Source: an optimization exercise on an open RTL-to-GDS flow (aim: small area and a short achievable clock period). Production flows keep margins and buffers that such runs may drop.
In this exercise RTL edits were held to simulation tests only and were not proved equivalent to the original.
Power is estimated from default activity; no workload was simulated.

## data_mem_responder
module data_mem_responder #(
   parameter int DEPTH       = 256,
   parameter int WAIT_STATES = 2
) (
   input  logic                 Clock,
   input  logic                 Reset,
   input  logic [WORD_SIZE-1:0] Addr,
   input  logic [WORD_SIZE-1:0] WrData,
   input  logic                 Write,
   input  logic                 Read,
   output logic [WORD_SIZE-1:0] RdData,
   output logic                 Waitreq,
   output logic                 ProtoErr
   ,
   output logic [WORD_SIZE-1:0] ReadCount,
   output logic [WORD_SIZE-1:0] WriteCount
);
   logic                 w1, w2;         
   logic                 w2rd;           
   logic [WORD_SIZE-1:0] a_l;            
   logic [WORD_SIZE-1:0] d_l;            
   logic                 op_l;           
   logic [15:0]          rlo, rhi;       
   logic [7:0]           wa_l;           
   logic [15:0]          we_lo;          
   logic [15:0]          whi;            
   logic [WORD_SIZE-1:0] ram_rdata;      
   logic [WORD_SIZE-1:0] rd_hold;        
   logic [WORD_SIZE-1:0] rd_done;        
   logic [WORD_SIZE-1:0] hold_nxt;
   logic                 req;
   logic                 go;             
   logic                 done;
   logic                 proto_hit;
   assign req  = Read | Write;
   assign go   = req & ~Reset;
   assign done = go & w2;
   logic read_n, write_n, reset_n, req_n_o;
   g_inv u_rdn (.a(Read),  .y(read_n));
   g_inv u_wrn (.a(Write), .y(write_n));
   g_inv u_rsn (.a(Reset), .y(reset_n));
   for (genvar i = 0; i < WORD_SIZE; i++) begin : g_out
      logic t_done, t_idle, t_rst;
      g_o211ai u_t1 (.a1(Read), .a2(Write), .b1(rd_done[i]), .c1(reset_n), .y(t_done));
      g_nand3  u_t2 (.a(rd_hold[i]), .b(read_n), .c(write_n), .y(t_idle));
      g_nand2  u_t3 (.a(rd_hold[i]), .b(Reset), .y(t_rst));
      g_nand3  u_o  (.a(t_done), .b(t_idle), .c(t_rst), .y(RdData[i]));
   end
   g_nor2 u_reqn (.a(Read), .b(Write), .y(req_n_o));
   g_nor3 u_wq (.a(req_n_o), .b(Reset), .c(w2), .y(Waitreq));
   always_comb begin
      proto_hit = Read & Write;
  ...
For scale: roughly 15000 cells after synthesis, roughly 86 I/O pins, about 140000 um2 of cells after synthesis.
Settings: LEC_CHECK=0, CAP_MARGIN=20, CORE_MARGIN=2, CORE_UTILIZATION=50, SETUP_SLACK_MARGIN=2.6, SLEW_MARGIN=20, SYNTH_HIERARCHICAL=1, SYNTH_MINIMUM_KEEP_SIZE=0, TNS_END_PERCENT=10; clock period 5.2 ns.
standard.sh (not shown) runs the stock make flow with config.mk's settings and CLKGATE_MAP_FILE= SYNTH_SCRIPT=/design/flow/synth_recipe.tcl, a recipe that flattens the netlist after the stock synthesis.
==> flow/flow/run.sh <==
#!/bin/bash
# Own layout flow: the standard layout (standard.sh) with the clock tree
# built without dummy loads. Each make run's full output goes to a log file
# of its own in this folder; ORFS's per-step logs are under orfs/logs.
set -euo pipefail
export CTS_ARGS="-sink_clustering_enable -repair_clock_nets -dont_use_dummy_load -sink_clustering_size 24 -sink_clustering_max_diameter 60"
bash standard.sh synth > log_synth.txt 2>&1
bash standard.sh floorplan > log_floorplan.txt 2>&1
bash standard.sh place > log_place.txt 2>&1
bash standard.sh cts > log_cts.txt 2>&1
bash standard.sh route > log_route.txt 2>&1
bash standard.sh finish > log_finish.txt 2>&1
The baseline completed with no timing, DRC or antenna violations.
Change:
--- a/flow/flow/run.sh
+++ b/flow/flow/run.sh
@@ -5,3 +5,3 @@
 set -euo pipefail
-export CTS_ARGS="-sink_clustering_enable -repair_clock_nets -dont_use_dummy_load -sink_clustering_size 24 -sink_clustering_max_diameter 60"
+export CTS_ARGS="-sink_clustering_enable -repair_clock_nets -dont_use_dummy_load -sink_clustering_size 30 -sink_clustering_max_diameter 70"
 bash standard.sh synth > log_synth.txt 2>&1
Settings changed: TNS_END_PERCENT 10 to unset.
=>
- The changed run completed without violations
- cell count is about the same
- wire length fell by 1.8%
- final area barely changes
- hold slack hardly moves
- setup slack improves by 0.036 ns
- clock power came out lower by 16%
- utilization is about the same
- count of clock-buffer cells in the layout went down by 78
Change:
==> flow/flow/run.sh (replaced) <==
#!/bin/bash
# Own layout flow: the standard layout (standard.sh), step by step, with
#  - the clock tree built without dummy loads, in clusters of at most 24 sinks,
#  - setup repair aiming past the clock period (SETUP_SLACK_MARGIN) in the
#    clock-tree and global-route steps only.
# Each make run's full output goes to a log file of its own in this folder;
# ORFS's per-step logs are under orfs/logs.
set -euo pipefail
export CTS_ARGS="-sink_clustering_enable -repair_clock_nets -dont_use_dummy_load -sink_clustering_size 24 -sink_clustering_max_diameter 60"
bash standard.sh synth > log_synth.txt 2>&1
bash standard.sh floorplan > log_floorplan.txt 2>&1
bash standard.sh place > log_place.txt 2>&1
export SETUP_SLACK_MARGIN=2.75
bash standard.sh cts > log_cts.txt 2>&1
bash standard.sh route > log_route.txt 2>&1
bash standard.sh finish > log_finish.txt 2>&1
Settings changed: SETUP_SLACK_MARGIN 2.6 to unset, TNS_END_PERCENT set to 10.
Effect:
- The changed run went through all stages and came out clean
- critical path depth is unchanged
- die area stays the same
- global-route usage goes up by 0.41 points
- non-clock buffer count is lower by 60
Change:
==> flow/flow/run.sh (replaced) <==
#!/bin/bash
# Own layout flow: the standard layout (standard.sh) with the clock tree
# built without dummy loads. Each make run's full output goes to a log file
# of its own in this folder; ORFS's per-step logs are under orfs/logs.
set -euo pipefail
export CTS_ARGS="-sink_clustering_enable -repair_clock_nets -dont_use_dummy_load -sink_clustering_size 24 -sink_clustering_max_diameter 60"
bash standard.sh synth > log_synth.txt 2>&1
bash standard.sh floorplan > log_floorplan.txt 2>&1
bash standard.sh place > log_place.txt 2>&1
bash standard.sh cts > log_cts.txt 2>&1
bash standard.sh route > log_route.txt 2>&1
bash standard.sh finish > log_finish.txt 2>&1
Settings changed: CORE_UTILIZATION 50 to 56, SETUP_SLACK_MARGIN set to 2.6.
What happened: Via count stays flat. Cell count came out lower by a few percent. Final area shrinks slightly. Die area drops by roughly a tenth. Routed wire length came out lower slightly. Setup slack improves by 0.071 ns. Total power went down by a few percent. Combinational power decreases slightly. Global-route usage grows by 3.8 points.


== run A ==
Another version of the RTL of data_mem_responder (not shown whole).
Size in the first run: ~15,000 cells after synthesis, roughly 4,300 flip-flops, ~86 I/O pins, roughly 0.14 sq mm of cells after synthesis.
clock: 5.2 ns
lec_check: 0
cap_margin: 20
core_margin: 2
core_utilization: 50
slew_margin: 20
synth_hierarchical: 1
synth_minimum_keep_size: 0
==> flow/flow/run.sh <==
#!/bin/bash
# Own layout flow: the standard layout (standard.sh), step by step, with
#  - the port buffers made of buf_4 cells,
#  - the clock tree built without dummy loads, in clusters of at most 24 sinks,
#  - setup repair aiming past the clock period (SETUP_SLACK_MARGIN) in the
#    clock-tree and global-route steps only.
# Each make run's full output goes to a log file of its own in this folder;
# ORFS's per-step logs are under orfs/logs.
set -euo pipefail
export BUFFER_PORTS_ARGS="-buffer_cell sky130_fd_sc_hd__buf_4"
export CTS_ARGS="-sink_clustering_enable -repair_clock_nets -dont_use_dummy_load -sink_clustering_size 24 -sink_clustering_max_diameter 60"
bash standard.sh synth > log_synth.txt 2>&1
bash standard.sh floorplan > log_floorplan.txt 2>&1
bash standard.sh place > log_place.txt 2>&1
export SETUP_SLACK_MARGIN=2.7
bash standard.sh cts > log_cts.txt 2>&1
bash standard.sh route > log_route.txt 2>&1
bash standard.sh finish > log_finish.txt 2>&1
Complete run, failing final checks: run A, reason slew limit.
Relative to run A, the following input files were edited for run B:
Settings: SETUP_SLACK_MARGIN newly set to 2.6.
==> flow/flow/run.sh <==
#!/bin/bash
# Own layout flow: the standard layout (standard.sh) with the clock tree
# built without dummy loads. Each make run's full output goes to a log file
# of its own in this folder; ORFS's per-step logs are under orfs/logs.
set -euo pipefail
export CTS_ARGS="-sink_clustering_enable -repair_clock_nets -dont_use_dummy_load -sink_clustering_size 24 -sink_clustering_max_diameter 60"
bash standard.sh synth > log_synth.txt 2>&1
bash standard.sh floorplan > log_floorplan.txt 2>&1
bash standard.sh place > log_place.txt 2>&1
bash standard.sh cts > log_cts.txt 2>&1
bash standard.sh route > log_route.txt 2>&1
bash standard.sh finish > log_finish.txt 2>&1
--- outcome ---
Run B gives less met3 layer wire length in the routed design than run A did. Between run A and run B, the met2 usage in global routing is higher for run A. Summary: vias after detailed routing, run B better than run A. Est. power | run B vs run A | run B lower. Non-clock buffer area fraction after layout is higher on run A. Both conditions hold for run B: the flow ran to the end and the final layout passed the timing, DRC and antenna checks. [compare] base=run A new=run B: maximum clock frequency essentially unchanged; non-clock buffer total of the final layout decreased 26%; power density normalized to cell area increased 2.7 mW/mm^2. Taking run A as the reference, in run B area of the die about even; final instance area fell about 1.6%.

==> static timing again, ports no longer ideal <==
The flow's constraints put no driver on any port. The routed layouts listed below were extracted and timed again, unchanged, in two steps. Step 1: set_driving_cell puts a clkbuf_16 on Clock and a buf_2 on each other input, an assumption about the parent block. Step 2 adds t to the input delays and takes it off the output delays; t is the mean of the earliest and latest rising clock arrival at the registers after step 1. Input paths then give back, and output paths get back, about the clock's delay inside the block. Slacks: ideal ports / drivers / drivers and shift; pairs: ideal ports / drivers.
run | t (ns) | setup WS [ns] | worst setup path at the end | worst register clock-pin slew, ns | worst slew at a driven data input, ns
the first run of note 1 | 1.020 | 2.279 / 2.279 / 1.682 | input to register | 0.10 / 0.10 | 0.07
the second run of note 1 | 1.018 | 2.315 / 2.210 / 1.879 | input to register | 0.12 / 0.12 | 0.14
the third run of note 1 | 0.998 | 2.141 / 2.141 / 1.614 | input to register | 0.10 / 0.10 | 0.15
the fourth run of note 1 | 1.018 | 2.211 / 2.211 / 1.711 | input to register | 0.10 / 0.10 | 0.06
run A | 1.011 | 2.235 / 2.057 / 1.581 | input to register | 0.10 / 0.10 | 0.39
run B | 1.001 | 2.237 / 2.152 / 1.597 | input to register | 0.10 / 0.10 | 0.07
For run A, which loses most, drivers alone change the setup slack by -0.178 ns; drivers and shift together by -0.654 ns.
